This design comes from an exercise in tuning for small area, a short achievable clock period and few clock cycles on the open sky130 flow, not from production work.
At most, simulation tests tie the RTL to the original design; equivalence was not proved.
No functional check of the RTL was part of run 1.
Power and IR drop assume default switching activity.

File: flow/config.mk
export PLATFORM = sky130hd
export DESIGN_NAME = spmv_top
export DESIGN_NICKNAME = spmv_top
export VERILOG_FILES = /design/flow/design.v
export SDC_FILE = /design/flow/constraint.sdc
export NUM_CORES = 4
export LEC_CHECK = 0
export CAP_MARGIN = 20
export CORE_MARGIN = 2
export CORE_UTILIZATION = 40
export SLEW_MARGIN = 20
File: flow/constraint.sdc
create_clock -name core_clock -period 9.0 [get_ports {clk}]
set_input_delay 1.8000 -clock core_clock [delete_from_list [all_inputs] [get_ports {clk}]]
set_output_delay 1.8000 -clock core_clock [all_outputs]
set_load 0.01 [all_outputs]
File: flow/design.v
module spmv_stream #(
  parameter int N = 32,
  parameter int IDX_W = $clog2(N),
  parameter int DW = 8,
  parameter int ACC_W = 2*DW+IDX_W,
  parameter bit SKIP_ZERO = 0
) (
  input  logic             clk,
  input  logic             rst_n,
  input  logic             in_valid,
  input  logic             weight_valid,
  input  logic [IDX_W-1:0] in_row,
  input  logic [IDX_W-1:0] in_col,
  input  logic [DW-1:0]    in_data,
  input  logic             out_ready,
  output logic             out_valid,
  output logic [IDX_W-1:0] out_row,
  output logic [ACC_W-1:0] out_data,
  output logic             out_last,
  output logic             busy
);
  localparam logic [2:0] IDLE = 3'd0, VEC = 3'd1, MAT = 3'd2, FLUSH = 3'd3, DRAIN = 3'd4;
  logic [2:0] state, state_nxt;
  logic [N-1:0][DW-1:0] vec;
  logic [N-1:0][ACC_W-1:0] acc;
  logic [N-1:0] vv;    
  logic [N-1:0] tf;    
  logic p1_vw, p1_mw;
  logic [IDX_W-1:0] p1_row, p1_col;
  logic [DW-1:0] p1_data;
  logic p2_we;
  logic [2*DW-1:0] p2_prod;
  logic [IDX_W-1:0] ra, ra_nxt, first;
  logic [DW-1:0] vsel;
  logic [2*DW-1:0] prod;
  logic [ACC_W-1:0] rd, sum;
  logic [N-1:0] tf_nxt, ra_dec;
  logic idle_vec, xfer, done, load, drain_nxt;
  always_comb begin
    idle_vec = state == IDLE || state == VEC;
    case (state)
      IDLE, VEC: state_nxt = in_valid ? VEC : weight_valid ? MAT : state;
      MAT:       state_nxt = weight_valid ? MAT : FLUSH;
      FLUSH:     state_nxt = DRAIN;
      default:   state_nxt = done ? IDLE : DRAIN;
    endcase
  end
  always_ff @(posedge clk or negedge rst_n)
    if (!rst_n) state <= IDLE;
    else state <= state_nxt;
  assign busy = state != IDLE;
  always_ff @(posedge clk or negedge rst_n)
    if (!rst_n) begin
      p1_vw <= 1'b0;
      p1_mw <= 1'b0;
    end else begin
      p1_vw <= in_valid && idle_vec;
      p1_mw <= weight_valid && (state == MAT || (idle_vec && !in_valid));
    end
  always_ff @(posedge clk) begin
    p1_row <= in_row;
    p1_col <= in_col;
    p1_data <= in_data;
  end
  always_ff @(posedge clk)
    if (p1_vw) vec[p1_row] <= p1_data;
  always_ff @(posedge clk or negedge rst_n)
    if (!rst_n) vv <= '0;
    else if (done) vv <= '0;
    else if (p1_vw) vv[p1_row] <= 1'b1;
  always_comb begin
    vsel = vv[p1_col] ? vec[p1_col] : '0;
    prod = {{DW{1'b0}}, p1_data} * {{DW{1'b0}}, vsel};
  end
  always_ff @(posedge clk or negedge rst_n)
    if (!rst_n) p2_we <= 1'b0;
    else p2_we <= p1_mw && p1_data != '0 && vsel != '0;
  always_ff @(posedge clk)
    p2_prod <= prod;
  always_comb begin
    rd = tf[ra] ? acc[ra] : '0;
    sum = rd + ACC_W'(p2_prod);
    ra_dec = '0;
    ra_dec[ra] = 1'b1;
    xfer = out_valid && out_ready;
    done = xfer && out_last;
    load = state == DRAIN && !out_last && (!out_valid || out_ready);
    tf_nxt = tf;
    if (p2_we) tf_nxt = tf_nxt | ra_dec;
    if (load) tf_nxt = tf_nxt & ~ra_dec;
    first = IDX_W'(N-1);
    for (int i = N-2; i >= 0; i--)
      if (tf_nxt[i]) first = IDX_W'(i);
    drain_nxt = state == FLUSH || (state == DRAIN && !done);
    ra_nxt = drain_nxt ? first : p1_row;
  end
  always_ff @(posedge clk)
    if (p2_we) acc[ra] <= sum;
  always_ff @(posedge clk or negedge rst_n)
    if (!rst_n) tf <= '0;
    else tf <= tf_nxt;
  always_ff @(posedge clk)
    ra <= ra_nxt;
  always_ff @(posedge clk or negedge rst_n)
    if (!rst_n) begin
      out_valid <= 1'b0;
      out_last <= 1'b0;
    end else if (done) begin
      out_valid <= 1'b0;
      out_last <= 1'b0;
    end else if (load) begin
      out_valid <= rd != '0 || ra == IDX_W'(N-1);
      out_last <= ra == IDX_W'(N-1);
    end
  always_ff @(posedge clk)
    if (load) begin
      out_row <= ra;
      out_data <= rd;
    end
endmodule
module spmv_top (
  input  logic        clk,
  input  logic        rst_n,
  input  logic        in_valid,
  input  logic        weight_valid,
  input  logic [4:0]  in_row,
  input  logic [4:0]  in_col,
  input  logic [7:0]  in_data,
  input  logic        out_ready,
  output logic        out_valid,
  output logic [4:0]  out_row,
  output logic [20:0] out_data,
  output logic        out_last,
  output logic        busy
);
  spmv_stream #(.N(32), .DW(8), .SKIP_ZERO(1)) u_spmv (
    .clk(clk), .rst_n(rst_n), .in_valid(in_valid), .weight_valid(weight_valid),
    .in_row(in_row), .in_col(in_col), .in_data(in_data), .out_ready(out_ready),
    .out_valid(out_valid), .out_row(out_row), .out_data(out_data), .out_last(out_last),
    .busy(busy));
endmodule
File: flow/run.sh
#!/bin/bash
# synth_recipe.tcl (not shown) runs the flow's synth.tcl, then flattens the netlist and writes it again
# the make line also repeats each setting of config.mk as NAME=value (left out here)
make -C /OpenROAD-flow-scripts/flow DESIGN_CONFIG=/design/flow/config.mk WORK_HOME=/design/flow/orfs CLKGATE_MAP_FILE= SYNTH_SCRIPT=/design/flow/synth_recipe.tcl finish
==> reports/metrics.cfg, run 1 <==
[outcome]
status = no timing/DRC/antenna violations

[power_and_ir_drop]
leakage_nw = 21.92
irDropWorstVdd_uv = 378.5
clockPowerShare_pct = 28.9
p_int_w = 0.01004
powerDensity_nw_per_um2 = 266.9
power_frac_comb_pct = 34.1
p_sw_share_pct = 38.04
power_switching_w = 0.006163
power_frac_seq_pct = 37.1

[synth]
ys_warn_count = 1
synth_seq_area_share_pct = 57.04
syn_nets = 4659
synth_seq_cells = 1065
ys_types = 90
synthCells = 4539
synth.avg_cell_area_sq_um = 12.06
synth_edf_count = 954
netlist_area_sq_um = 54750
synthFlopType = edfxtp_1
ys_async_sr_fraction_pct = 6.761

[job]
maxCapViolations = 0

[global_routing]
antenna_found_initial = 13
overflow = 0
grt_pass1_wl_mm = 247.4
track_usage_pct = 23.44
first_global_vias = 36700
grt_max_degree = 187

[cts]
cts_setup_buffers = 0
ctsHoldBuffers = 0
post_cts_resized = 0
cts_buffers = 114
clk_latency_ns = 0.75
cts_tree = yes
cts_root_buffer = clkbuf_16
clockBufferDepth = 3
clkSinkCount = 1065
path_clk_slew_ns = 0.06
cts-htree-levels = 3

[route]
ant_nets = 0
drc = 0
viasPerCell = 6.070
wire_per_inst_um = 26.18
wl_mm = 166.2
drtPass1Iterations = 6
drt_iter0_drc = 5393
vias = 38530

[timing]
final_hold_viol_count = 0
fin_crit_ns = 6.946
final.setup.tns_ns = 0
slew_violations = 0
finalCritPeriodShare_pct = 77.18
fmax_ghz = 0.1440
fin_skew_ns = 0.08629
rsz0062_at_grt = false
setup_viol_count_final = 0
worst_slew_pin_slew_ns = 1.166
slew_headroom_pct = 21.57
fin_ws_ns = 2.054

[placement]
dp_slack_ns = 2.037
port_buffers = 51
dp_hpwl_mm = 104.7
placed_cell_area_sq_um = 56970
dp.cells = 6128
gp_congestion = 0.8862

[setup_path]
cp-end-kind = register
start_kind = register
timing.reg2reg.worst_path_depth = 20
critPathLaunch = u_spmv.p1_col[0]
cp_data_arrival_time_ns = 7.55
r2r_end = u_spmv.p2_prod[15]
reg2reg_from = u_spmv.p1_col[0]
required_ns = 9.61
regToRegSetupSlack_ns = 2.05
setup.worst_path.class = register to register
crit_fanout = 43

[cells_and_area]
layout_commonest_cell = nand2_1
design_area_sq_um = 60690
final_cell_mix = 999 x nand2_1, 954 x edfxtp_1, 858 x o21ai_0
drive_gt1_share_pct = 14.69
final_cells = 6347
finalNetCount = 4584
syn_to_final_growth_pct = 10.85
n_fill_cell = 12400

[hold_path]
hold_path_end = u_spmv.vv[12]
min-delay-start = u_spmv.vv[12]
hold_class = register to register
hold_depth = 2

[die]
dieArea_sq_um = 139900
initial_utilization_pct = 40.37
ios = 52
core_area_sq_um = 135600
die_h_um = 374.0
num_rows = 135
die_x_um = 374.0

flip-flops by register name (all words and copies together), names as in the netlist:
signal,cells
u_spmv.p1_data,8
u_spmv.p2_we,1
u_spmv.ra,5
u_spmv.out_last,1
u_spmv.vv,32
u_spmv.out_data,21
u_spmv.p1_vw,1
u_spmv.out_valid,1
u_spmv.tf,32
u_spmv.out_row,5
u_spmv.p2_prod,16
u_spmv.p1_row,5
u_spmv.vec,256
u_spmv.p1_mw,1
u_spmv.acc,672
u_spmv.p1_col,5
u_spmv.state,3
how the worst max path moves through the flow:
stage               cells after the start                 end  slack [ns]
global placement                       20  u_spmv.p2_prod[15]        2.04
detailed placement                     20  u_spmv.p2_prod[15]        2.04
global route                           20  u_spmv.p2_prod[15]        1.68
finish                                 20  u_spmv.p2_prod[15]        2.05
floorplan                               7        u_spmv.ra[1]        1.22
CTS                                    20  u_spmv.p2_prod[15]        2.00
power groups by stage:
stage	registers, W	logic (W)	clock network (W)
floorplan	0.00601	0.00326	0
global route	0.00604	0.00583	0.00492
global placement	0.00610	0.00537	0
CTS	0.00601	0.00542	0.00474
detailed placement	0.00611	0.00541	0
finish	0.00601	0.00552	0.00467
worst max-delay path, cell delays in order (launching register included):
cell	delay (ns)
dfxtp_4	0.95
buf_4	0.44
mux4_2	0.56
mux4_2	0.49
mux2i_1	0.27
nor2_1	0.20
and2_1	0.21
fa_1	0.47
inv_1	0.06
fa_1	0.53
inv_1	0.05
fa_1	0.49
fa_1	0.41
ha_1	0.31
a21boi_0	0.14
o21ai_0	0.18
nand2b_1	0.11
a21o_1	0.20
a41o_1	0.25
o41a_1	0.32
xnor2_1	0.13
logic make-up after synthesis:
| kind of cell | Yosys count | share of synthesized area [%] |
|---|---|---|
| and+or+nand+nor | 1377 | 10.48 |
| AOI/OAI and AO/OA | 1109 | 11.00 |
| DFF | 1065 | 57.04 |
| muxes | 433 | 14.71 |
| buffers and inverters | 422 | 3.469 |
| adders and majority gates | 97 | 2.724 |
| xor gates and xnor gates | 36 | 0.5759 |
synth_stat cells, types with 60 or more instances:
master | instances | area share [%]
nand2_1 | 1006 | 6.9
edfxtp_1 | 954 | 52
o21ai_0 | 858 | 7.8
clkbuf_1 | 259 | 1.8
mux4_2 | 252 | 10
nor2_1 | 139 | 0.95
mux2_2 | 90 | 1.9
inv_1 | 80 | 0.55
a21oi_1 | 78 | 0.71
dfrtp_1 | 72 | 3.3
mux2i_1 | 63 | 1.2
ha_1 | 60 | 1.4
stage by stage:
| stage | total power, W | util [%] | hold WS (ns) |
|---|---|---|---|
| 2_1_floorplan | 0.009268 | - | 0.4029 |
| 3_3_place_gp | 0.01147 | 42.00 | 0.4723 |
| 3_5_place_dp | 0.01152 | 42.00 | 0.4845 |
| 4_1_cts | 0.01617 | 44.71 | 0.4979 |
| 5_1_grt | 0.01679 | 44.74 | 0.5267 |
| 6_report | 0.01620 | 44.75 | 0.4980 |
routing by layer:
metal	up-vias	track usage [%]	part of all wire [%]
met5	-	0	0.054
met4	10	9.358	3.8
met3	336	5.071	9.8
met2	1933	34.66	44
met1	19520	33.61	42
li1	16730	-	-
layout make-up:
cell class / instances / area, sq um / share of cell area (%)
clock inverter: 54 / 485.5 / 0.7999
tap: 1781 / 2228 / 3.671
multi-input combinational: 3052 / 21850 / 36.01
antenna: 4 / 10.01 / 0.01649
timing repair buffer: 150 / 1363 / 2.245
clock buffer: 160 / 3191 / 5.257
inverter: 81 / 304.0 / 0.5009
sequential: 1065 / 31260 / 51.50
==> run 2: changes to the inputs <==
--- a/flow/design.v
+++ b/flow/design.v
@@ -21,2 +21,3 @@
 );
+  localparam int PW = 2*DW;
   localparam logic [2:0] IDLE = 3'd0, VEC = 3'd1, MAT = 3'd2, FLUSH = 3'd3, DRAIN = 3'd4;
@@ -31,9 +32,16 @@
   logic p2_we;
-  logic [2*DW-1:0] p2_prod;
+  logic [PW-1:0] p2_ps, p2_pc;
   logic [IDX_W-1:0] ra, ra_nxt, first;
   logic [DW-1:0] vsel;
-  logic [2*DW-1:0] prod;
-  logic [ACC_W-1:0] rd, sum;
-  logic [N-1:0] tf_nxt, ra_dec;
-  logic idle_vec, xfer, done, load, drain_nxt;
+  logic [PW-1:0] pp [DW];
+  logic [PW-1:0] l1 [6];
+  logic [PW-1:0] l2 [4];
+  logic [PW-1:0] l3 [3];
+  logic [PW-1:0] ps, pc;
+  logic [ACC_W-1:0] rd, cs_s, cs_c, sum;
+  logic [N-1:0] ra_dec, enc_in;
+  logic idle_vec, xfer, done, load;
+  function automatic logic [PW-1:0] maj(input logic [PW-1:0] a, b, c);
+    maj = (a & b) | (a & c) | (b & c);
+  endfunction
   always_comb begin
@@ -64,4 +72,6 @@
   end
-  always_ff @(posedge clk)
-    if (p1_vw) vec[p1_row] <= p1_data;
+  for (genvar i = 0; i < N; i++) begin : g_vec
+    always_ff @(posedge clk)
+      if (p1_vw && p1_row == IDX_W'(i)) vec[i] <= p1_data;
+  end
   always_ff @(posedge clk or negedge rst_n)
@@ -72,3 +82,13 @@
     vsel = vv[p1_col] ? vec[p1_col] : '0;
-    prod = {{DW{1'b0}}, p1_data} * {{DW{1'b0}}, vsel};
+    for (int j = 0; j < DW; j++)
+      pp[j] = PW'(p1_data & {DW{vsel[j]}}) << j;
+    l1[0] = pp[0] ^ pp[1] ^ pp[2];  l1[1] = maj(pp[0], pp[1], pp[2]) << 1;
+    l1[2] = pp[3] ^ pp[4] ^ pp[5];  l1[3] = maj(pp[3], pp[4], pp[5]) << 1;
+    l1[4] = pp[6];                  l1[5] = pp[7];
+    l2[0] = l1[0] ^ l1[1] ^ l1[2];  l2[1] = maj(l1[0], l1[1], l1[2]) << 1;
+    l2[2] = l1[3] ^ l1[4] ^ l1[5];  l2[3] = maj(l1[3], l1[4], l1[5]) << 1;
+    l3[0] = l2[0] ^ l2[1] ^ l2[2];  l3[1] = maj(l2[0], l2[1], l2[2]) << 1;
+    l3[2] = l2[3];
+    ps = l3[0] ^ l3[1] ^ l3[2];
+    pc = maj(l3[0], l3[1], l3[2]) << 1;
   end
@@ -77,7 +97,11 @@
     else p2_we <= p1_mw && p1_data != '0 && vsel != '0;
-  always_ff @(posedge clk)
-    p2_prod <= prod;
+  always_ff @(posedge clk) begin
+    p2_ps <= ps;
+    p2_pc <= pc;
+  end
   always_comb begin
     rd = tf[ra] ? acc[ra] : '0;
-    sum = rd + ACC_W'(p2_prod);
+    cs_s = rd ^ ACC_W'(p2_ps) ^ ACC_W'(p2_pc);
+    cs_c = ACC_W'({rd & ACC_W'(p2_ps) | rd & ACC_W'(p2_pc) | ACC_W'(p2_ps) & ACC_W'(p2_pc), 1'b0});
+    sum = cs_s + cs_c;
     ra_dec = '0;
@@ -87,16 +111,20 @@
     load = state == DRAIN && !out_last && (!out_valid || out_ready);
-    tf_nxt = tf;
-    if (p2_we) tf_nxt = tf_nxt | ra_dec;
-    if (load) tf_nxt = tf_nxt & ~ra_dec;
+    enc_in = (tf | (p2_we ? ra_dec : '0)) & ~(state == DRAIN ? ra_dec : '0);
     first = IDX_W'(N-1);
     for (int i = N-2; i >= 0; i--)
-      if (tf_nxt[i]) first = IDX_W'(i);
-    drain_nxt = state == FLUSH || (state == DRAIN && !done);
-    ra_nxt = drain_nxt ? first : p1_row;
+      if (enc_in[i]) first = IDX_W'(i);
+    case (state)
+      FLUSH:   ra_nxt = first;
+      DRAIN:   ra_nxt = load ? first : ra;
+      default: ra_nxt = p1_row;
+    endcase
   end
-  always_ff @(posedge clk)
-    if (p2_we) acc[ra] <= sum;
-  always_ff @(posedge clk or negedge rst_n)
-    if (!rst_n) tf <= '0;
-    else tf <= tf_nxt;
+  for (genvar i = 0; i < N; i++) begin : g_acc
+    always_ff @(posedge clk)
+      if (p2_we && ra_dec[i]) acc[i] <= sum;
+    always_ff @(posedge clk or negedge rst_n)
+      if (!rst_n) tf[i] <= 1'b0;
+      else if (load && ra_dec[i]) tf[i] <= 1'b0;
+      else if (p2_we && ra_dec[i]) tf[i] <= 1'b1;
+  end
   always_ff @(posedge clk)
==> run 2 against run 1 <==
Worst hold slack got worse by 0.0041 ns; still clean; setup slack improved by 0.35 ns; critical path type unchanged; core utilization is 1.1 points higher; critical path depth fell by 6.
==> reports/metrics.cfg, run 2 <==
[global_routing]
track_usage_pct = 20.53
antenna_found_initial = 3
first_global_vias = 25270
overflow = 0
grt_max_degree = 107
grt_pass1_wl_mm = 174.0

[route]
ant_nets = 0
drc = 0
viasPerCell = 5.840
drt_iter0_drc = 2738
wire_per_inst_um = 27.89
drtPass1Iterations = 5
wl_mm = 118.8
vias = 24880

[die]
die_h_um = 339.6
ios = 52
core_area_sq_um = 112000
num_rows = 123
dieArea_sq_um = 115300
die_x_um = 339.6
initial_utilization_pct = 40.20

[setup_path]
required_ns = 9.37
setup.worst_path.class = register to register
crit_fanout = 32
cp-end-kind = register
start_kind = register
cp_data_arrival_time_ns = 6.96

[hold_path]
hold_class = register to register

[timing]
fin_ws_ns = 2.403
final_hold_viol_count = 0
fmax_ghz = 0.1516
setup_viol_count_final = 0
worst_slew_pin_slew_ns = 1.160
finalCritPeriodShare_pct = 73.30
final.setup.tns_ns = 0
fin_skew_ns = 0.04219
slew_violations = 0
rsz0062_at_grt = false
slew_headroom_pct = 22.54
fin_crit_ns = 6.597

[cells_and_area]
regMostFlops = u_spmv.acc
register_area_sq_um = 31490
layout_commonest_cell = edfxtp_1
n_fill_cell = 9620
syn_to_final_growth_pct = 13.98
multi_input_area_sq_um = 13100
drive_gt1_share_pct = 19.75
final_cell_mix = 959 x edfxtp_1, 229 x mux4_2, 142 x nor2_1
finalNetCount = 2792
reg.largest.list = u_spmv.acc: 672 flops, u_spmv.vec: 256 flops
largest_reg_flops = 672
diodes = 0

[placement]
port_buffers = 51
dp_slack_ns = 2.009
dp_hpwl_mm = 73.53
gp_congestion = 0.9001

[synth]
yosysTopAreaCell = edfxtp_1
synth_xor_area_share_pct = 0.4084
yosysMostFrequentCell = edfxtp_1
synth_edf_count = 959
ys_async_sr_fraction_pct = 6.698
synthFlopType = edfxtp_1
synth_seq_area_share_pct = 69.90
synthCells = 2566
synth_seq_cells = 1075
synth_top_area_share_pct = 63.94
ys_types = 73
synth_top_family_by_area = multiplexers
netlist_area_sq_um = 45040
synth.avg_cell_area_sq_um = 17.55
syn_nets = 2684
synth_area_leaders = edfxtp_1 64%, mux4_2 11%, dfrtp_1 4.0%, mux2i_1 2.5%, fa_1 2.2%
synth_mux_area_share_pct = 13.99
synth_compound_area_share_pct = 5.298
yosys.area_share.simple_pct = 5.156
synth_fa_ha_area_share_pct = 3.456
synth_common_cells = 959 x edfxtp_1, 229 x mux4_2, 168 x nor2_1
ys_warn_count = 5

[cts]
cts_tree = yes
cts-htree-levels = 3
cts_buffers = 106
clkSinkCount = 1075
post_cts_resized = 0
ctsHoldBuffers = 0
path_clk_slew_ns = 0.06
cts_setup_buffers = 0
clockBufferDepth = 3
cts_root_buffer = clkbuf_16
clk_latency_ns = 0.70

[outcome]
status = no timing/DRC/antenna violations

[power_and_ir_drop]
irDropWorstVdd_uv = 210.5
powerDensity_nw_per_um2 = 246.8
leakage_nw = 16.92

[job]
maxCapViolations = 0

run 2: kinds of logic after synthesis:
logic type / after synthesis
adder cells (fa/ha/maj): 95
AND/OR/NAND/NOR: 483
XOR/XNOR: 21
flip-flops: 1075
buffers and inverters: 186
AO/OA/AOI/OAI: 363
multiplexers: 343
run 2: layout make-up:
class / count / share of cell area (%)
Sequential cell: 1075 / 61.33
Multi-Input combinational cell: 1305 / 25.51
Clock buffer: 126 / 5.472
Tap cell: 1500 / 3.656
Timing Repair Buffer: 136 / 2.330
Clock inverter: 68 / 1.338
Inverter: 50 / 0.3656
run 2: path summary, 6_finish.rpt:
path | from | to | slack [ns] | depth (start not counted)
setup / recovery | u_spmv.ra[4] | u_spmv.acc[397] | 2.40 | 14
setup reg to reg | u_spmv.ra[4] | u_spmv.acc[397] | 2.40 | 14
min in group asynchronous | rst_n | u_spmv.vv[4] | 1.27 | 1
hold / removal | u_spmv.vv[22] | u_spmv.vv[22] | 0.49 | 2
max in group asynchronous | rst_n | u_spmv.state[1] | 7.09 | 1
hold reg to reg | u_spmv.vv[22] | u_spmv.vv[22] | 0.49 | 2
run 2: worst max-delay path: stages (launching register included):
cell	delay, ns
edfxtp_1	0.89
inv_1	0.56
mux4_2	0.90
a21oi_1	0.57
ha_1	0.34
ha_2	0.22
fa_2	0.42
a21oi_1	0.20
a2bb2oi_1	0.30
a211oi_1	0.16
nor3_1	0.27
o31ai_1	0.10
a21oi_1	0.41
nor2_1	0.19
xor2_4	0.64
run 2: report_power, final:
part	total, W	internal, W	switching, W
logic	0.00177	0.000462	0.00131
clock network	0.00443	0.00252	0.00191
registers	0.00647	0.00641	0.0000519
total	0.0127	0.00940	0.00327
run 2: routing by layer:
metal  vias up  track usage, %  part of all wire, %
met4         0           5.531                  2.6
li1      10440               -                    -
met1     13210           28.84                   42
met5         -               0                    0
met3       193           3.399                  7.1
met2      1041           33.32                   48
run 2: per-stage QoR:
stage,cells,utilization (%),hold WS [ns],instance area [sq um],power [W]
floorplan,2566,-,0.4556,45040,0.007515
global placement,4065,42.65,0.4724,47780,0.008231
detailed placement,4065,42.66,0.4817,47800,0.008364
CTS,4259,45.78,0.4969,51300,0.01277
global route,4260,45.82,0.5192,51340,0.01313
finish,4260,45.82,0.4939,51340,0.01267
Testbench counts of run 2, summed over its fixed seeds: cycles 18,170.
==> run 3: changes to the inputs <==
--- a/flow/config.mk
+++ b/flow/config.mk
@@ -7,2 +7,3 @@
 export LEC_CHECK = 0
+export ABC_CLOCK_PERIOD_IN_PS = 3000
 export CAP_MARGIN = 20
@@ -10,2 +11,3 @@
 export CORE_UTILIZATION = 40
+export SETUP_SLACK_MARGIN = 5
 export SLEW_MARGIN = 20
==> run 3 against run 2 <==
Sequential power barely moved; critical endpoint is now u_spmv.acc[270]; clock-buffer cell count rose by 11; design area rose by 9.6%.
==> reports/metrics.cfg, run 3 <==
[power_and_ir_drop]
powerDensity_nw_per_um2 = 258.3
power_frac_seq_pct = 44.4
irDropWorstVdd_uv = 271.2
p_sw_share_pct = 27.80
power.total_w = 0.01453
p_int_w = 0.01049
clockPowerShare_pct = 30.2
leakage_nw = 18.78
power_switching_w = 0.004040
power_frac_comb_pct = 25.4

[setup_path]
required_ns = 9.56
regToRegSetupSlack_ns = 3.99
cp-end-kind = register
critPathLaunch = u_spmv.ra[3]
reg2reg_from = u_spmv.ra[3]
cp_data_arrival_time_ns = 5.57
start_kind = register
crit_fanout = 8
setup.worst_path.class = register to register

[cells_and_area]
syn_to_final_growth_pct = 24.92
regMostFlops = u_spmv.acc
n_fill_cell = 9014
reg.largest.list = u_spmv.acc: 672 flops, u_spmv.vec: 256 flops
register_area_sq_um = 31490
finalNetCount = 3010
multi_input_area_sq_um = 14900
layout_commonest_cell = edfxtp_1
diodes = 0
largest_reg_flops = 672
final_cell_mix = 959 x edfxtp_1, 229 x mux4_2, 144 x buf_4
drive_gt1_share_pct = 32.47

[global_routing]
antenna_found_initial = 1
overflow = 0
grt_max_degree = 73
first_global_vias = 26750
grt_pass1_wl_mm = 188.4
track_usage_pct = 22.38

[synth]
synth_seq_area_share_pct = 69.90
synth_top_area_share_pct = 63.94
yosysMostFrequentCell = edfxtp_1
synth.avg_cell_area_sq_um = 17.55
ys_async_sr_fraction_pct = 6.698
netlist_area_sq_um = 45040
ys_warn_count = 5
synth_edf_count = 959
synthCells = 2566
yosysTopAreaCell = edfxtp_1
syn_nets = 2684
ys_types = 73
synthFlopType = edfxtp_1
synth_area_leaders = edfxtp_1 64%, mux4_2 11%, dfrtp_1 4.0%, mux2i_1 2.5%, fa_1 2.2%
synth_common_cells = 959 x edfxtp_1, 229 x mux4_2, 168 x nor2_1
synth_seq_cells = 1075

[route]
vias = 26520
drt_iter0_drc = 2935
wire_per_inst_um = 29.39
wl_mm = 131.7
ant_nets = 0
drtPass1Iterations = 6
viasPerCell = 5.917
drc = 0

[cts]
cts_root_buffer = clkbuf_16
cts-htree-levels = 3
cts_tree = yes
clkSinkCount = 1075
clk_latency_ns = 0.71
path_clk_slew_ns = 0.06
cts_buffers = 107
clockBufferDepth = 3
ctsHoldBuffers = 0

[die]
die_h_um = 339.6
initial_utilization_pct = 40.20
die_x_um = 339.6
num_rows = 123
core_area_sq_um = 112000
ios = 52
dieArea_sq_um = 115300

[timing]
slew_headroom_pct = 12.83
rsz0062_at_grt = true
fin_crit_ns = 5.014
finalCritPeriodShare_pct = 55.71
slew_violations = 0
worst_slew_pin_slew_ns = 1.306
fmax_ghz = 0.1994
final.setup.tns_ns = 0
fin_skew_ns = 0.04829
setup_viol_count_final = 0
final_hold_viol_count = 0

[placement]
gp_congestion = 0.8528
dp_hpwl_mm = 72.43
port_buffers = 51

[job]
maxCapViolations = 0

[outcome]
status = no timing/DRC/antenna violations

[hold_path]
min-delay-start = u_spmv.vv[28]
hold_class = register to register

## run 3: changes by cell type in the layout (fill, tap and decap cells not counted), moves of 19 or more
cell     previous run  this run
and2_1             75        47
fa_1               48        28
buf_16              0        27
buf_6               0        47
and2_4              0        28
a21oi_1           111        87
buf_4              81       144
ha_1               45        19
fa_2                1        21
ha_4                0        26
nor2_1            142       123
buf_12              4        54
## run 3: logic make-up (layout without fill, tap and decap cells)
| group | after synthesis | count (layout) | share of synthesized area (%) |
|---|---|---|---|
| AO/OA/AOI/OAI | 363 | 364 | 5.298 |
| XOR/XNOR | 21 | 31 | 0.4084 |
| adder cells (fa/ha/maj) | 95 | 95 | 3.456 |
| buffers and inverters | 186 | 588 | 1.797 |
| flip-flops | 1075 | 1075 | 69.90 |
| multiplexers | 343 | 344 | 13.99 |
| AND/OR/NAND/NOR | 483 | 484 | 5.156 |
## run 3: final cells by class
class	instances	area share, %
sequential	1075	55.97
multi-input combinational	1318	26.48
timing repair buffer	339	7.721
clock buffer	137	5.050
tap	1500	3.336
clock inverter	61	1.076
inverter	50	0.3558
timing repair inverter	1	0.01334
## run 3: worst max-delay path, cell delays in order, from the launching register on
cell	delay, ns
edfxtp_1	0.50
buf_12	0.20
mux4_2	0.40
mux2i_4	0.09
mux4_2	0.51
buf_12	0.18
buf_12	0.14
a21oi_4	0.19
fa_1	0.49
ha_4	0.29
a21o_1	0.17
a21oi_2	0.15
o21ai_1	0.07
a41o_1	0.24
o211ai_1	0.28
a21boi_2	0.14
o21ai_2	0.19
buf_6	0.13
mux2i_4	0.25
buf_6	0.15
buf_16	0.11
## run 3: timing repair
action                      CTS  global route
cloned                       36             9
buffers inserted            133            34
setup endpoints to repair  1367           554
resized for setup           290           112
pin swaps                    80            57
## run 3: path summary, 6_finish.rpt
kind / end / cells after the start
max reg2reg: u_spmv.acc[270] / 20
min in group asynchronous: u_spmv.vv[11] / 1
min reg2reg: u_spmv.vv[28] / 2
max in group asynchronous: u_spmv.tf[21] / 1
min: u_spmv.vv[28] / 2
max: u_spmv.acc[270] / 20
## run 3: power by group through the flow
stage          logic [W]  registers (W)  clock network [W]
2_1_floorplan    0.00114        0.00656                  0
3_3_place_gp     0.00180        0.00658                  0
3_5_place_dp     0.00191        0.00658                  0
4_1_cts          0.00302        0.00645            0.00445
5_1_grt          0.00388        0.00645            0.00462
6_report         0.00369        0.00645            0.00439
## run 3: metal layers
layer | GRT usage, % | wire [um]
met5 | 0 | 13
met4 | 7.504 | 4740
met3 | 3.147 | 10120
met2 | 37.42 | 65050
met1 | 30.25 | 51760
## run 3: through the flow
stage                     cell area [sq um]  worst slack (ns)  utilization (%)  hold WS [ns]  std cells
after detailed placement              48170             2.564            42.99        0.4808       4071
final                                 56260             3.986            50.22        0.4929       4481
after floorplan                       46060             4.346                -        0.4573       2566
after global placement                48160             2.740            42.99        0.4718       4071
after CTS                             55230             4.130            49.29        0.4959       4438
after global routing                  56260             3.884            50.22        0.5293       4481
==> run 4: changes to the inputs <==
--- a/flow/design.v
+++ b/flow/design.v
@@ -28,9 +28,9 @@
   logic [N-1:0] tf;    
-  logic p1_vw, p1_mw;
-  logic [IDX_W-1:0] p1_row, p1_col;
-  logic [DW-1:0] p1_data;
+  logic p1_mw;
+  logic [DW-1:0] p1_data, p1_vsel;
+  logic [IDX_W-1:0] ra, ra_nxt, first;
   logic p2_we;
+  logic [IDX_W-1:0] p2_row;
   logic [PW-1:0] p2_ps, p2_pc;
-  logic [IDX_W-1:0] ra, ra_nxt, first;
-  logic [DW-1:0] vsel;
+  logic [ACC_W-1:0] p2_rd;
   logic [PW-1:0] pp [DW];
@@ -41,4 +41,4 @@
   logic [ACC_W-1:0] rd, cs_s, cs_c, sum;
-  logic [N-1:0] ra_dec, enc_in;
-  logic idle_vec, xfer, done, load;
+  logic [N-1:0] ra_dec, wr_dec, enc_in;
+  logic idle_vec, vec_we, mat_beat, xfer, done, load;
   function automatic logic [PW-1:0] maj(input logic [PW-1:0] a, b, c);
@@ -48,2 +48,4 @@
     idle_vec = state == IDLE || state == VEC;
+    vec_we = in_valid && idle_vec;
+    mat_beat = weight_valid && (state == MAT || (idle_vec && !in_valid));
     case (state)
@@ -59,18 +61,5 @@
   assign busy = state != IDLE;
-  always_ff @(posedge clk or negedge rst_n)
-    if (!rst_n) begin
-      p1_vw <= 1'b0;
-      p1_mw <= 1'b0;
-    end else begin
-      p1_vw <= in_valid && idle_vec;
-      p1_mw <= weight_valid && (state == MAT || (idle_vec && !in_valid));
-    end
-  always_ff @(posedge clk) begin
-    p1_row <= in_row;
-    p1_col <= in_col;
-    p1_data <= in_data;
-  end
   for (genvar i = 0; i < N; i++) begin : g_vec
     always_ff @(posedge clk)
-      if (p1_vw && p1_row == IDX_W'(i)) vec[i] <= p1_data;
+      if (vec_we && in_row == IDX_W'(i)) vec[i] <= in_data;
   end
@@ -79,7 +68,13 @@
     else if (done) vv <= '0;
-    else if (p1_vw) vv[p1_row] <= 1'b1;
+    else if (vec_we) vv[in_row] <= 1'b1;
+  always_ff @(posedge clk or negedge rst_n)
+    if (!rst_n) p1_mw <= 1'b0;
+    else p1_mw <= mat_beat;
+  always_ff @(posedge clk) begin
+    p1_data <= in_data;
+    p1_vsel <= vv[in_col] ? vec[in_col] : '0;
+  end
   always_comb begin
-    vsel = vv[p1_col] ? vec[p1_col] : '0;
     for (int j = 0; j < DW; j++)
-      pp[j] = PW'(p1_data & {DW{vsel[j]}}) << j;
+      pp[j] = PW'(p1_data & {DW{p1_vsel[j]}}) << j;
     l1[0] = pp[0] ^ pp[1] ^ pp[2];  l1[1] = maj(pp[0], pp[1], pp[2]) << 1;
@@ -93,2 +88,3 @@
     pc = maj(l3[0], l3[1], l3[2]) << 1;
+    rd = tf[ra] ? acc[ra] : '0;
   end
@@ -96,3 +92,3 @@
     if (!rst_n) p2_we <= 1'b0;
-    else p2_we <= p1_mw && p1_data != '0 && vsel != '0;
+    else p2_we <= p1_mw && p1_data != '0 && p1_vsel != '0;
   always_ff @(posedge clk) begin
@@ -100,7 +96,8 @@
     p2_pc <= pc;
+    p2_row <= ra;
+    p2_rd <= (p2_we && p2_row == ra) ? sum : rd;
   end
   always_comb begin
-    rd = tf[ra] ? acc[ra] : '0;
-    cs_s = rd ^ ACC_W'(p2_ps) ^ ACC_W'(p2_pc);
-    cs_c = ACC_W'({rd & ACC_W'(p2_ps) | rd & ACC_W'(p2_pc) | ACC_W'(p2_ps) & ACC_W'(p2_pc), 1'b0});
+    cs_s = p2_rd ^ ACC_W'(p2_ps) ^ ACC_W'(p2_pc);
+    cs_c = ACC_W'({p2_rd & ACC_W'(p2_ps) | p2_rd & ACC_W'(p2_pc) | ACC_W'(p2_ps) & ACC_W'(p2_pc), 1'b0});
     sum = cs_s + cs_c;
@@ -108,2 +105,4 @@
     ra_dec[ra] = 1'b1;
+    wr_dec = '0;
+    wr_dec[p2_row] = p2_we;
     xfer = out_valid && out_ready;
@@ -111,3 +110,3 @@
     load = state == DRAIN && !out_last && (!out_valid || out_ready);
-    enc_in = (tf | (p2_we ? ra_dec : '0)) & ~(state == DRAIN ? ra_dec : '0);
+    enc_in = (tf | wr_dec) & ~(state == DRAIN ? ra_dec : '0);
     first = IDX_W'(N-1);
@@ -118,3 +117,3 @@
       DRAIN:   ra_nxt = load ? first : ra;
-      default: ra_nxt = p1_row;
+      default: ra_nxt = in_row;
     endcase
@@ -123,3 +122,3 @@
     always_ff @(posedge clk)
-      if (p2_we && ra_dec[i]) acc[i] <= sum;
+      if (wr_dec[i]) acc[i] <= sum;
     always_ff @(posedge clk or negedge rst_n)
@@ -127,3 +126,3 @@
       else if (load && ra_dec[i]) tf[i] <= 1'b0;
-      else if (p2_we && ra_dec[i]) tf[i] <= 1'b1;
+      else if (wr_dec[i]) tf[i] <= 1'b1;
   end
--- a/flow/config.mk
+++ b/flow/config.mk
@@ -7,3 +7,2 @@
 export LEC_CHECK = 0
-export ABC_CLOCK_PERIOD_IN_PS = 3000
 export CAP_MARGIN = 20
==> run 4 against run 3 <==
Critical path depth down 15; non-clock buffer count down 198; largest cell class unchanged; final cell count down 4.1%; first-iteration DRC count down 5.0%; total power up 18%; clock power up 5.2%; still clean; combinational power up about 50%; sequential share of layout area up 4.9 points; sequential power up 8.5%; core utilization down 4.2 points.
==> reports/metrics.cfg, run 4 <==
[setup_path]
cp-end-kind = register
r2r_end = u_spmv.ra[3]
timing.reg2reg.worst_path_depth = 12
reg2reg_from = u_spmv.ra[1]
cp_data_arrival_time_ns = 4.25
start_kind = input port
crit_fanout = 10
cp-endpoint = u_spmv.vec[73]
regToRegSetupSlack_ns = 5.09
required_ns = 9.28
setup.worst_path.class = input port to register
critPathLaunch = in_row[1]

[route]
wire_per_inst_um = 27.66
viasPerCell = 5.835
drc = 0
vias = 25070
drt_iter0_drc = 2789
drtPass1Iterations = 5
ant_nets = 0
wl_mm = 118.9

[cts]
cts_root_buffer = clkbuf_16
clockBufferDepth = 3
path_clk_slew_ns = 0.06
cts_tree = yes
cts-htree-levels = 3
clk_latency_ns = 0.71
cts_buffers = 109
clkSinkCount = 1098

[synth]
synth_seq_cells = 1098
synth_edf_count = 959
ys_warn_count = 5
netlist_area_sq_um = 45770
ys_types = 87
synth_top_area_share_pct = 62.91
synth_area_leaders = edfxtp_1 63%, mux4_2 12%, dfrtp_1 3.9%, dfxtp_1 3.0%, fa_1 2.1%
synth_seq_area_share_pct = 69.77
yosysMostFrequentCell = edfxtp_1
syn_nets = 2683
yosysTopAreaCell = edfxtp_1
synthCells = 2564
synthFlopType = edfxtp_1
synth.avg_cell_area_sq_um = 17.85
ys_async_sr_fraction_pct = 6.466
synth_common_cells = 959 x edfxtp_1, 234 x mux4_2, 162 x nor2_1

[die]
die_h_um = 342.3
die_x_um = 342.3
num_rows = 124
ios = 52
initial_utilization_pct = 40.19
core_area_sq_um = 113900
dieArea_sq_um = 117200

[timing]
rsz0062_at_grt = true
fin_ws_ns = 5.031
setup_viol_count_final = 0
finalCritPeriodShare_pct = 44.10
worst_slew_pin_slew_ns = 1.128
fin_crit_ns = 3.969
final.setup.tns_ns = 0
fmax_ghz = 0.2520
fin_skew_ns = 0.04498
final_hold_viol_count = 0
slew_violations = 0
slew_headroom_pct = 24.53

[placement]
dp_hpwl_mm = 71.56
placed_cell_area_sq_um = 48580
gp_congestion = 0.8762
port_buffers = 51
dp_slack_ns = 4.249

[global_routing]
antenna_found_initial = 2
grt_max_degree = 73
track_usage_pct = 20.22
grt_pass1_wl_mm = 173.8
overflow = 0
first_global_vias = 25710

[hold_path]
hold_class = register to register
hold_depth = 2

[cells_and_area]
diodes = 0
layout_commonest_cell = edfxtp_1
finalNetCount = 2810
syn_to_final_growth_pct = 14.57
final_cell_mix = 959 x edfxtp_1, 234 x mux4_2, 133 x nor2_1
design_area_sq_um = 52440
drive_gt1_share_pct = 22.08
reg.largest.list = u_spmv.acc: 672 flops, u_spmv.vec: 256 flops
largest_reg_flops = 672
regMostFlops = u_spmv.acc

[outcome]
status = no timing/DRC/antenna violations

[power_and_ir_drop]
leakage_nw = 17.61
powerDensity_nw_per_um2 = 327.4
irDropWorstVdd_uv = 193.6

[job]
maxCapViolations = 0

[run 4: changes by cell type after synthesis, sizes merged, moves of 23 or more]
cell / previous run / this run
dfxtp: 44 / 68
clkbuf: 69 / 46
a21oi: 112 / 85
a22oi: 42 / 76
nand2: 113 / 78
mux2i: 113 / 89
[run 4: repair_timing]
action / 4_1_cts / 5_1_grt
pin swaps: 1 / 3
buffers inserted: 4 / 9
hold buffers: 0 / 0
gates cloned: 0 / 1
endpoints found under the setup margin: 54 / 49
resized for setup: 8 / 17
[run 4: cell type report]
class,count,area (sq um)
Clock inverter,61,693.2
Multi-Input combinational cell,1283,13490
Tap cell,1512,1892
Timing Repair Buffer,141,1235
Sequential cell,1098,31940
Inverter,58,221.5
Clock buffer,144,2973
Fill cell,9666,61440
[run 4: critical path, stage by stage]
cell and delay, ns:
clkdlybuf4s50_1 0.59, inv_1 0.19, ha_1 0.56, nand2_1 0.21
nor2_1 0.90
[run 4: how the worst min path moves through the flow]
| stage | from | end | slack [ns] |
|---|---|---|---|
| floorplan | u_spmv.ra[4] | u_spmv.p2_row[4] | 0.36 |
| global placement | u_spmv.vv[1] | u_spmv.vv[1] | 0.47 |
| detailed placement | u_spmv.vv[1] | u_spmv.vv[1] | 0.49 |
| CTS | u_spmv.vv[16] | u_spmv.vv[16] | 0.50 |
| global route | u_spmv.vv[29] | u_spmv.vv[29] | 0.51 |
| finish | u_spmv.vv[1] | u_spmv.vv[1] | 0.50 |
[run 4: kinds of logic (layout without fill, tap and decap cells)]
| group | Yosys count | in the layout | share of synthesized area (%) |
|---|---|---|---|
| AO/OA/AOI/OAI | 368 | 368 | 5.631 |
| XOR/XNOR | 28 | 28 | 0.5686 |
| adder cells (fa/ha/maj) | 96 | 96 | 3.428 |
| buffers and inverters | 183 | 404 | 1.804 |
| flip-flops | 1098 | 1098 | 69.77 |
| multiplexers | 339 | 339 | 13.88 |
| AND/OR/NAND/NOR | 452 | 452 | 4.918 |
[run 4: metal layers]
layer | share of wire [%] | global-route usage [%] | wire, um | vias to the layer above
li1 | - | - | - | 10530
met3 | 7.9 | 3.723 | 9345 | 223
met5 | 0.011 | 0 | 13 | -
met1 | 41 | 27.50 | 48260 | 13170
met2 | 49 | 33.06 | 57660 | 1145
met4 | 3.0 | 6.424 | 3577 | 2
[run 4: power by group]
part | internal [W] | leakage, nW | total, W | switching, W
Sequential | 0.00679 | 10.1 | 0.00700 | 0.000214
Clock | 0.00266 | 1.78 | 0.00462 | 0.00196
Combinational | 0.00187 | 5.74 | 0.00555 | 0.00369
Total | 0.0113 | 17.6 | 0.0172 | 0.00586
[run 4: stage by stage]
stage / hold WS (ns) / util [%] / power [W] / instances
detailed placement: 0.4909 / 42.66 / 0.01259 / 4078
CTS: 0.5047 / 45.93 / 0.01721 / 4287
floorplan: 0.3600 / - / 0.01050 / 2564
finish: 0.4992 / 46.05 / 0.01717 / 4297
global route: 0.5143 / 46.05 / 0.01788 / 4297
global placement: 0.4726 / 42.61 / 0.01240 / 4075
Testbench counts of run 4, summed over its fixed seeds: cycles 18,170.

==> afterwards: timing with drivers on the ports <==
How much do the figures lean on ideal ports? The routed layouts below were timed once more, with nothing changed but the port constraints.
Step 1: set_driving_cell puts a clkbuf_16 on clk and a buf_2 on each other input, an assumption about the parent block.
Step 2 adds t to the input delays and takes it off the output delays; t is the mean of the earliest and latest rising clock arrival at the registers after step 1. Input paths then give back, and output paths get back, about the clock's delay inside the block.
a / b / c = no drivers / after step 1 / after step 2; a / b = the first two.
| run | shift t [ns] | setup WS [ns] | cell pins on the clock port's net |
|---|---|---|---|
| run 1 | 0.794 | 2.054 / 2.054 / 2.054 | 1 |
| run 2 | 0.744 | 2.403 / 2.403 / 2.403 | 1 |
| run 3 | 0.754 | 3.986 / 3.986 / 3.986 | 1 |
| run 4 | 0.755 | 5.031 / 5.056 / 4.315 | 1 |
After both steps every run listed still meets setup and hold. For run 4, which loses most, drivers alone change the setup slack by +0.025 ns; drivers and shift together by -0.716 ns.
